Source: an optimization exercise on an open RTL-to-GDS flow (aim: a short achievable clock period and few clock cycles per item). Production flows keep margins and buffers that such runs may drop. The RTL was checked by simulation tests, not by an equivalence proof against the original design. Power is estimated from default activity; no workload was simulated.

$ cat flow/constraint.sdc
create_clock -name core_clock -period 6.0 [get_ports {clk_cpu}]
set_input_delay 1.2000 -clock core_clock [delete_from_list [all_inputs] [get_ports {clk_cpu}]]
set_output_delay 1.2000 -clock core_clock [all_outputs]
set_load 0.01 [all_outputs]
$ cat flow/run.sh
#!/bin/bash
# synth_recipe.tcl (not shown) runs the flow's synth.tcl, then flattens the netlist and writes it again
# the make line also repeats each setting of config.mk as NAME=value (left out here)
make -C /OpenROAD-flow-scripts/flow DESIGN_CONFIG=/design/flow/config.mk WORK_HOME=/design/flow/orfs CLKGATE_MAP_FILE= SYNTH_SCRIPT=/design/flow/synth_recipe.tcl finish
$ cat flow/config.mk
export PLATFORM = sky130hd
export DESIGN_NAME = cpu
export DESIGN_NICKNAME = cpu
export VERILOG_FILES = /design/flow/design.v
export SDC_FILE = /design/flow/constraint.sdc
export NUM_CORES = 4
export LEC_CHECK = 0
export CAP_MARGIN = 20
export CORE_MARGIN = 2
export CORE_UTILIZATION = 40
export SLEW_MARGIN = 20
$ cat flow/design.v
`timescale 1ns/1ps
`default_nettype none
package cpu_pkg;
    typedef logic [32-1:0] word_t;
    typedef logic [$clog2(32)-1:0] reg_addr_t;
    typedef struct packed {
        logic [6:0] funct7;
        reg_addr_t  rs2;
        reg_addr_t  rs1;
        logic [2:0] funct3;
        reg_addr_t  rd;
        logic [6:0] opcode;
    } r_fmt_t;
    typedef struct packed {
        logic [11:0] imm12;
        reg_addr_t   rs1;
        logic [2:0]  funct3;
        reg_addr_t   rd;
        logic [6:0]  opcode;
    } i_fmt_t;
    typedef struct packed {
        logic [32-1:12] imm20;
        reg_addr_t                   rd;
        logic [6:0]                  opcode;
    } u_fmt_t;
    typedef union packed {
        r_fmt_t r_fmt;
        i_fmt_t i_fmt;
        u_fmt_t u_fmt;
    } inst_u;
    typedef enum logic [3:0] {
        ALU_ADD,
        ALU_SUB,
        ALU_AND,
        ALU_OR,
        ALU_XOR,
        ALU_SLL,
        ALU_SRL,
        ALU_SRA,
        ALU_SLT,
        ALU_SLTU,
        ALU_PASS_B
    } alu_op_e;
    localparam logic [6:0] OPC_OP     = 7'b0110011;
    localparam logic [6:0] OPC_OP_IMM = 7'b0010011;
    localparam logic [6:0] OPC_LUI    = 7'b0110111;
    localparam logic [2:0] F3_ADD_SUB = 3'b000;
    localparam logic [2:0] F3_SLL     = 3'b001;
    localparam logic [2:0] F3_SLT     = 3'b010;
    localparam logic [2:0] F3_SLTU    = 3'b011;
    localparam logic [2:0] F3_XOR     = 3'b100;
    localparam logic [2:0] F3_SRL_SRA = 3'b101;
    localparam logic [2:0] F3_OR      = 3'b110;
    localparam logic [2:0] F3_AND     = 3'b111;
endpackage
`default_nettype wire
`timescale 1ns/1ps
`default_nettype none
module fetch_unit (
    input  wire                 clk_cpu,
    input  wire                 reset_i,
    input  wire                 stall_i,
    input  wire cpu_pkg::inst_u irom_inst_i,
    output cpu_pkg::word_t      irom_addr_o,
    output cpu_pkg::inst_u      inst_o,
    output cpu_pkg::word_t      pc_o,
    output logic                valid_o
);
    cpu_pkg::word_t pc_q;
    assign irom_addr_o = pc_q;
    always_ff @(posedge clk_cpu) begin
        if (reset_i) begin
            pc_q <= 32'h0000_0000;
        end else if (!stall_i) begin
            pc_q <= pc_q + cpu_pkg::word_t'(4);
        end
    end
    always_ff @(posedge clk_cpu) begin
        if (reset_i) begin
            valid_o <= 1'b0;
        end else if (!stall_i) begin
            valid_o <= 1'b1;
        end
    end
    always_ff @(posedge clk_cpu) begin
        if (!stall_i) begin
            inst_o <= irom_inst_i;
            pc_o   <= pc_q;
        end
    end
endmodule
`default_nettype wire
`timescale 1ns/1ps
`default_nettype none
module decode_unit (
    input  wire                 clk_cpu,
    input  wire                 reset_i,
    input  wire cpu_pkg::inst_u inst_i,
    input  wire cpu_pkg::word_t pc_i,
    input  wire                 valid_i,
    output logic                stall_o,
    output logic                ex_valid_o,
    output cpu_pkg::word_t      ex_pc_o,
    output cpu_pkg::word_t      ex_rs1_val_o,
    output cpu_pkg::word_t      ex_op_b_o,
    output cpu_pkg::alu_op_e    ex_alu_op_o,
    output cpu_pkg::reg_addr_t  ex_rd_o,
    output logic                ex_rf_we_o,
    input  wire                 wb_we_i,
    input  wire cpu_pkg::reg_addr_t wb_rd_i,
    input  wire cpu_pkg::word_t wb_value_i
);
    cpu_pkg::word_t      regs [32];
    logic [6:0] opcode;
    cpu_pkg::reg_addr_t  rs1;
    cpu_pkg::reg_addr_t  rs2;
    cpu_pkg::reg_addr_t  rd;
    logic       uses_rs1;
    logic       uses_rs2;
    cpu_pkg::word_t      imm;
    cpu_pkg::alu_op_e    alu_op;
    logic       rf_we;
    cpu_pkg::word_t      rs1_val;
    cpu_pkg::word_t      rs2_val;
    logic       hazard_rs1;
    logic       hazard_rs2;
    function automatic cpu_pkg::alu_op_e alu_decode(input logic [2:0] funct3,
                                           input logic alt_sub,
                                           input logic alt_shift);
        case (funct3)
            cpu_pkg::F3_ADD_SUB: alu_decode = alt_sub ? cpu_pkg::ALU_SUB : cpu_pkg::ALU_ADD;
            cpu_pkg::F3_SLL: alu_decode = cpu_pkg::ALU_SLL;
            cpu_pkg::F3_SLT: alu_decode = cpu_pkg::ALU_SLT;
            cpu_pkg::F3_SLTU: alu_decode = cpu_pkg::ALU_SLTU;
            cpu_pkg::F3_XOR: alu_decode = cpu_pkg::ALU_XOR;
            cpu_pkg::F3_SRL_SRA: alu_decode = alt_shift ? cpu_pkg::ALU_SRA : cpu_pkg::ALU_SRL;
            cpu_pkg::F3_OR: alu_decode = cpu_pkg::ALU_OR;
            default: alu_decode = cpu_pkg::ALU_AND;
        endcase
    endfunction
    always_comb begin
        opcode   = inst_i.r_fmt.opcode;
        rs1      = inst_i.r_fmt.rs1;
        rs2      = inst_i.r_fmt.rs2;
        rd       = inst_i.r_fmt.rd;
        uses_rs1 = 1'b0;
        uses_rs2 = 1'b0;
        imm      = '0;
        alu_op   = cpu_pkg::ALU_ADD;
        rf_we    = 1'b0;
        case (opcode)
            cpu_pkg::OPC_OP: begin
                uses_rs1 = 1'b1;
                uses_rs2 = 1'b1;
                rf_we    = 1'b1;
                alu_op   = alu_decode(inst_i.r_fmt.funct3, inst_i.r_fmt.funct7[5],
                                      inst_i.r_fmt.funct7[5]);
            end
            cpu_pkg::OPC_OP_IMM: begin
                rs1      = inst_i.i_fmt.rs1;
                rd       = inst_i.i_fmt.rd;
                uses_rs1 = 1'b1;
                rf_we    = 1'b1;
                imm      = {{(32-12){inst_i.i_fmt.imm12[11]}}, inst_i.i_fmt.imm12};
                alu_op   = alu_decode(inst_i.i_fmt.funct3, 1'b0, inst_i.i_fmt.imm12[10]);
            end
            cpu_pkg::OPC_LUI: begin
                rd     = inst_i.u_fmt.rd;
                rf_we  = 1'b1;
                imm    = {inst_i.u_fmt.imm20, 12'b0};
                alu_op = cpu_pkg::ALU_PASS_B;
            end
            default: begin
                rf_we = 1'b0;
            end
        endcase
    end
    always_ff @(posedge clk_cpu) begin
        if (wb_we_i && wb_rd_i != '0) begin
            regs[wb_rd_i] <= wb_value_i;
        end
    end
    assign rs1_val = (rs1 == '0) ? '0 :
                     (wb_we_i && wb_rd_i == rs1) ? wb_value_i : regs[rs1];
    assign rs2_val = (rs2 == '0) ? '0 :
                     (wb_we_i && wb_rd_i == rs2) ? wb_value_i : regs[rs2];
    assign hazard_rs1 = uses_rs1 && rs1 != '0 && rs1 == ex_rd_o;
    assign hazard_rs2 = uses_rs2 && rs2 != '0 && rs2 == ex_rd_o;
    assign stall_o    = valid_i && ex_valid_o && ex_rf_we_o && (hazard_rs1 || hazard_rs2);
    always_ff @(posedge clk_cpu) begin
        if (reset_i) begin
            ex_valid_o <= 1'b0;
            ex_rf_we_o <= 1'b0;
        end else begin
            ex_valid_o <= valid_i && !stall_o;
            ex_rf_we_o <= valid_i && !stall_o && rf_we;
        end
    end
    always_ff @(posedge clk_cpu) begin
        ex_pc_o      <= pc_i;
        ex_rs1_val_o <= rs1_val;
        ex_op_b_o    <= uses_rs2 ? rs2_val : imm;
        ex_alu_op_o  <= alu_op;
        ex_rd_o      <= rd;
    end
endmodule
`default_nettype wire
`timescale 1ns/1ps
`default_nettype none
module execute_unit (
    input  wire                     ex_valid_i,
    input  wire cpu_pkg::word_t     ex_pc_i,
    input  wire cpu_pkg::word_t     ex_rs1_val_i,
    input  wire cpu_pkg::word_t     ex_op_b_i,
    input  wire cpu_pkg::alu_op_e   ex_alu_op_i,
    input  wire cpu_pkg::reg_addr_t ex_rd_i,
    input  wire                     ex_rf_we_i,
    output logic                valid_o,
    output cpu_pkg::word_t      pc_o,
    output cpu_pkg::reg_addr_t  rd_o,
    output logic                rf_we_o,
    output cpu_pkg::word_t      result_o
);
    logic [$clog2(32)-1:0] shamt;
    assign shamt = ex_op_b_i[$clog2(32)-1:0];
    always_comb begin
        case (ex_alu_op_i)
            cpu_pkg::ALU_ADD:    result_o = ex_rs1_val_i + ex_op_b_i;
            cpu_pkg::ALU_SUB:    result_o = ex_rs1_val_i - ex_op_b_i;
            cpu_pkg::ALU_AND:    result_o = ex_rs1_val_i & ex_op_b_i;
            cpu_pkg::ALU_OR:     result_o = ex_rs1_val_i | ex_op_b_i;
            cpu_pkg::ALU_XOR:    result_o = ex_rs1_val_i ^ ex_op_b_i;
            cpu_pkg::ALU_SLL:    result_o = ex_rs1_val_i << shamt;
            cpu_pkg::ALU_SRL:    result_o = ex_rs1_val_i >> shamt;
            cpu_pkg::ALU_SRA:    result_o = cpu_pkg::word_t'($signed(ex_rs1_val_i) >>> shamt);
            cpu_pkg::ALU_SLT:    result_o = cpu_pkg::word_t'($signed(ex_rs1_val_i) < $signed(ex_op_b_i));
            cpu_pkg::ALU_SLTU:   result_o = cpu_pkg::word_t'(ex_rs1_val_i < ex_op_b_i);
            cpu_pkg::ALU_PASS_B: result_o = ex_op_b_i;
            default:    result_o = '0;
        endcase
    end
    assign valid_o = ex_valid_i;
    assign pc_o    = ex_pc_i;
    assign rd_o    = ex_rd_i;
    assign rf_we_o = ex_rf_we_i;
endmodule
`default_nettype wire
`timescale 1ns/1ps
`default_nettype none
module result_unit (
    input  wire                     clk_cpu,
    input  wire                     reset_i,
    input  wire                     valid_i,
    input  wire cpu_pkg::word_t     pc_i,
    input  wire cpu_pkg::reg_addr_t rd_i,
    input  wire                     rf_we_i,
    input  wire cpu_pkg::word_t     result_i,
    output logic                    wb_we_o,
    output cpu_pkg::reg_addr_t      wb_rd_o,
    output cpu_pkg::word_t          wb_value_o,
    output logic                    debug_wb_have_inst_o,
    output cpu_pkg::word_t          debug_wb_pc_o,
    output logic                    debug_wb_ena_o,
    output cpu_pkg::reg_addr_t      debug_wb_reg_o,
    output cpu_pkg::word_t          debug_wb_value_o
);
    logic      valid_q;
    logic      we_q;
    cpu_pkg::word_t     pc_q;
    cpu_pkg::reg_addr_t rd_q;
    cpu_pkg::word_t     value_q;
    always_ff @(posedge clk_cpu) begin
        if (reset_i) begin
            valid_q <= 1'b0;
            we_q    <= 1'b0;
        end else begin
            valid_q <= valid_i;
            we_q    <= rf_we_i;
        end
    end
    always_ff @(posedge clk_cpu) begin
        pc_q    <= pc_i;
        rd_q    <= rd_i;
        value_q <= result_i;
    end
    assign wb_we_o    = we_q;
    assign wb_rd_o    = rd_q;
    assign wb_value_o = value_q;
    assign debug_wb_have_inst_o = valid_q;
    assign debug_wb_pc_o        = pc_q;
    assign debug_wb_ena_o       = we_q;
    assign debug_wb_reg_o       = rd_q;
    assign debug_wb_value_o     = value_q;
endmodule
`default_nettype wire
`timescale 1ns/1ps
`default_nettype none
module cpu (
    input  wire                        clk_cpu,
    input  wire                        reset_i,
    input  wire [32-1:0]  irom_inst_i,
    output cpu_pkg::word_t             irom_addr_o,
    output logic                       debug_wb_have_inst_o,
    output cpu_pkg::word_t             debug_wb_pc_o,
    output logic                       debug_wb_ena_o,
    output cpu_pkg::reg_addr_t         debug_wb_reg_o,
    output cpu_pkg::word_t             debug_wb_value_o
);
    cpu_pkg::inst_u     fd_inst;
    cpu_pkg::word_t     fd_pc;
    logic      fd_valid;
    logic      stall;
    logic      er_valid;
    cpu_pkg::word_t     er_pc;
    cpu_pkg::reg_addr_t er_rd;
    logic      er_rf_we;
    cpu_pkg::word_t     er_result;
    logic      ex_valid;
    cpu_pkg::word_t     ex_pc;
    cpu_pkg::word_t     ex_rs1_val;
    cpu_pkg::word_t     ex_op_b;
    cpu_pkg::alu_op_e   ex_alu_op;
    cpu_pkg::reg_addr_t ex_rd;
    logic      ex_rf_we;
    logic      wb_we;
    cpu_pkg::reg_addr_t wb_rd;
    cpu_pkg::word_t     wb_value;
    fetch_unit u_fetch (
        .clk_cpu     (clk_cpu),
        .reset_i     (reset_i),
        .stall_i     (stall),
        .irom_inst_i (irom_inst_i),
        .irom_addr_o (irom_addr_o),
        .inst_o      (fd_inst),
        .pc_o        (fd_pc),
        .valid_o     (fd_valid)
    );
    decode_unit u_decode (
        .clk_cpu (clk_cpu),
        .reset_i (reset_i),
        .inst_i  (fd_inst),
        .pc_i    (fd_pc),
        .valid_i (fd_valid),
        .stall_o (stall),
        .ex_valid_o   (ex_valid),
        .ex_pc_o      (ex_pc),
        .ex_rs1_val_o (ex_rs1_val),
        .ex_op_b_o    (ex_op_b),
        .ex_alu_op_o  (ex_alu_op),
        .ex_rd_o      (ex_rd),
        .ex_rf_we_o   (ex_rf_we),
        .wb_we_i      (wb_we),
        .wb_rd_i      (wb_rd),
        .wb_value_i   (wb_value)
    );
    execute_unit u_execute (
        .ex_valid_i   (ex_valid),
        .ex_pc_i      (ex_pc),
        .ex_rs1_val_i (ex_rs1_val),
        .ex_op_b_i    (ex_op_b),
        .ex_alu_op_i  (ex_alu_op),
        .ex_rd_i      (ex_rd),
        .ex_rf_we_i   (ex_rf_we),
        .valid_o  (er_valid),
        .pc_o     (er_pc),
        .rd_o     (er_rd),
        .rf_we_o  (er_rf_we),
        .result_o (er_result)
    );
    result_unit u_result (
        .clk_cpu              (clk_cpu),
        .reset_i              (reset_i),
        .valid_i              (er_valid),
        .pc_i                 (er_pc),
        .rd_i                 (er_rd),
        .rf_we_i              (er_rf_we),
        .result_i             (er_result),
        .wb_we_o              (wb_we),
        .wb_rd_o              (wb_rd),
        .wb_value_o           (wb_value),
        .debug_wb_have_inst_o (debug_wb_have_inst_o),
        .debug_wb_pc_o        (debug_wb_pc_o),
        .debug_wb_ena_o       (debug_wb_ena_o),
        .debug_wb_reg_o       (debug_wb_reg_o),
        .debug_wb_value_o     (debug_wb_value_o)
    );
endmodule
`default_nettype wire
==> summary.txt <==
largest net degree at the start of global routing 113; core area 160400 um^2; CP Class flip-flop to flip-flop; worst path arrival time 4.98 ns; DRT Wirelength 213200 um; max frequency 230.5 MHz; Cells after Synth 4345; number of hold buffers added after cts 0; VDD IR max 299.9 uV; share of cells above drive strength 1 22.54%; initial antenna violation count 5; Root Driver clkbuf_16; drt first pass iters 6; I/O Pins 137; register bit total from synthesis 1296; top_reg_cell synth edfxtp_1; first-pass GRT wire length 304000 um; WL/cell 31.64 um; Filler Cells Inserted 14053; RSZ-0062 raised after global routing no; Clock Path Buffers 3; clk_skew 0.04987 ns; Yosys cell types 87; largest fanout on the critical path 11; Worst setup SP type flip-flop; drc violations 0; post_cts resized 0; Area Growth Syn to Fin 14.05%; sw frac 25.56%; Worst slew margin 22.15%; Die H 405.6 um; count leader, synth edfxtp_1; share of synthesized registers carrying an async set or reset 0%; clock transition at the registers of the reported paths 0.06 ns; die area 164500 um^2; Setup Buffers After CTS 0; internal power 16010 uW; P_sw 5497 uW; Overflow after GRT 0; sequential share of power 48.0%; post-synth top area share 50.54%; Via density 6.338; Setup WS post-layout 1.661 ns; worst skew pair latency 0.79 ns; TritonCTS clock tree yes; Post-synth EDFFs 1086; status complete, no violations; fin nets 4607; sequential fraction of the synthesis area 57.05%; H-tree Lvls 4; total number of vias 42715; worst-margin pin slew 1.165 ns; max_cap viols 0; CTS Buf Count 138; Setup Viol. Count Final 0; Sum Neg Setup Slack 0 ns; Clk pwr share 40.4%; period utilization 72.31%; Logic pwr share 11.6%; CP required 6.64 ns; leakage 0.02449 uW; Synth area leaders edfxtp_1 51%, mux4_2 19%, dfxtp_1 6.5%; All-Layer GR Usage 25.68%; Final ANT Viol Nets 0; synth cell count leaders 1086 x edfxtp_1, 536 x mux4_2, 339 x nor2_1; yosys warns 4; average size of a mapped cell 14.85 um^2; Die X 405.6 um; Worst Hold Class flip-flop to flip-flop; worst slack, placed 1.785 ns; post-synth top area cell edfxtp_1; crit end category flip-flop; num rows 147; Initial Util 40.23%; Post-DP HPWL 132400 um; clock sink total 1296; Cell Pwr Density 292.3 nW/um^2; Initial DRC Count 5733; synthesized area 64530 um^2; Max Slew Vio Count 0; Port Buffers 132; vias in the first global route 41628; RD Place Congestion 0.9960; Hold Vio Cnt, Final 0; clock period minus worst slack 4.339 ns
## metal layers
| layer | global-route usage [%] | share of wire [%] | vias up |
|---|---|---|---|
| li1 | - | - | 17735 |
| met1 | 35.35 | 40 | 22277 |
| met2 | 40.32 | 47 | 2267 |
| met3 | 4.880 | 9.0 | 432 |
| met4 | 10.00 | 4.3 | 4 |
| met5 | 0 | 0.011 | - |
## layout by cell type (no fill, tap or decap), drive strengths merged, types with 19 or more instances in the layout
| cell | count |
|---|---|
| mux2i | 222 |
| dfxtp | 210 |
| conb | 36 |
| a22oi | 73 |
| clkinv | 53 |
| clkbuf | 178 |
| ha | 105 |
| clkdlybuf4s50 | 132 |
| edfxtp | 1086 |
| nand3 | 44 |
| mux2 | 66 |
| a21oi | 255 |
| nor2 | 339 |
| nand2 | 178 |
| o211ai | 66 |
| mux4 | 536 |
| inv | 106 |
| o21ai | 228 |
| and3 | 24 |
| nor3 | 35 |
| o22ai | 19 |
| a211oi | 21 |
| xor2 | 29 |
| a221oi | 68 |
| buf | 150 |
| xnor2 | 20 |
## cells by family (layout without fill, tap and decap cells)
| group | count (synthesis) | count (layout) | share of synthesized area [%] |
|---|---|---|---|
| flip-flops | 1296 | 1296 | 57.05 |
| AO/OA/AOI/OAI | 905 | 905 | 9.084 |
| multiplexers | 824 | 824 | 23.30 |
| AND/OR/NAND/NOR | 726 | 726 | 5.018 |
| buffers and inverters | 437 | 635 | 2.773 |
| adder cells (fa/ha/maj) | 107 | 107 | 2.098 |
| XOR/XNOR | 49 | 49 | 0.6651 |
| other | 1 | 38 | 0.005811 |
## power by group through the flow
stage          Combinational [uW]  Clock (uW)  Sequential [uW]
3_3_place_gp                 2430           0            10500
4_1_cts                      2450        8810            10300
2_1_floorplan                1370           0            10600
6_report                     2490        8700            10300
3_5_place_dp                 2440           0            10500
5_1_grt                      2650        9140            10300
## path summary, 6_finish.rpt
kind                                       endpoint  slack, ns                startpoint  depth (start not counted)
worst min register to register    u_result.pc_q[10]       0.32      u_decode.ex_pc_o[10]                          0
worst max register to register  u_result.value_q[0]       1.66  u_decode.ex_rs1_val_o[6]                         11
worst min-delay path              u_result.pc_q[10]       0.32      u_decode.ex_pc_o[10]                          0
worst max-delay path            u_result.value_q[0]       1.66  u_decode.ex_rs1_val_o[6]                         11
## state kept, by name, indices dropped and copies added (netlist names), 5 cells and up, named ones only
signal                 count
u_decode.ex_pc_o          30
u_decode.ex_rs1_val_o     32
u_decode.ex_rd_o           5
u_decode.regs           1024
u_result.pc_q             30
u_fetch.pc_q              30
u_fetch.pc_o              30
u_fetch.inst_o            32
u_result.value_q          32
u_decode.ex_op_b_o        32
u_result.rd_q              5
## metrics by stage
stage | cell area, um^2 | util (%) | total power (uW) | std cells | hold WS (ns)
CTS | 73590 | 45.88 | 21580 | 6738 | 0.3189
finish | 73590 | 45.89 | 21510 | 6740 | 0.3228
global placement | 68940 | 42.98 | 12930 | 6483 | 0.3099
global route | 73590 | 45.88 | 22120 | 6739 | 0.3291
floorplan | 64660 | - | 11950 | 4380 | 0.3096
detailed placement | 69000 | 43.02 | 12950 | 6486 | 0.3121
## cell type report
| class | count | area (um^2) | area share [%] |
|---|---|---|---|
| Antenna cell | 2 | 5.005 | 0.006801 |
| Clock buffer | 178 | 3654 | 4.964 |
| Clock inverter | 74 | 938.4 | 1.275 |
| Inverter | 101 | 379.1 | 0.5151 |
| Multi-Input combinational cell | 2647 | 26380 | 35.84 |
| Sequential cell | 1296 | 36840 | 50.06 |
| Tap cell | 2160 | 2703 | 3.672 |
| Timing Repair Buffer | 282 | 2695 | 3.662 |
## critical path, stage by stage, from the launching register on
cell	delay, ns
dfxtp_1	0.61
inv_1	0.19
ha_1	0.48
nor3b_1	0.20
or4_1	0.48
a21oi_2	0.24
o21a_1	0.28
a41oi_1	0.29
a31oi_1	0.26
o21ai_1	0.13
a2111oi_1	0.83
o21ai_0	0.17
Testbench counts, summed over its fixed seeds: cycles 32,222, items 24,000.

## separate check: timing with driven ports
How much do the figures lean on ideal ports? The routed layout below was timed once more, with nothing changed but the port constraints. Step 1 assumes that a clkbuf_16 drives the clock port and a buf_2 every other input. Step 2 times the ports against the registers' clock, not the clock port: input delays grow and output delays shrink by t, the midpoint of the rising clock arrivals with the driver on. a / b / c = ideal / step 1 / step 2; a / b = the first two.
t, ns: 0.853
setup slack, ns: 1.661 / 1.661 / 1.661
hold WS [ns]: 0.323 / 0.323 / 0.323
After both steps this run still meets setup and hold. The setup slack of this run moves by 0.000 ns with the drivers and by 0.000 ns with both steps.
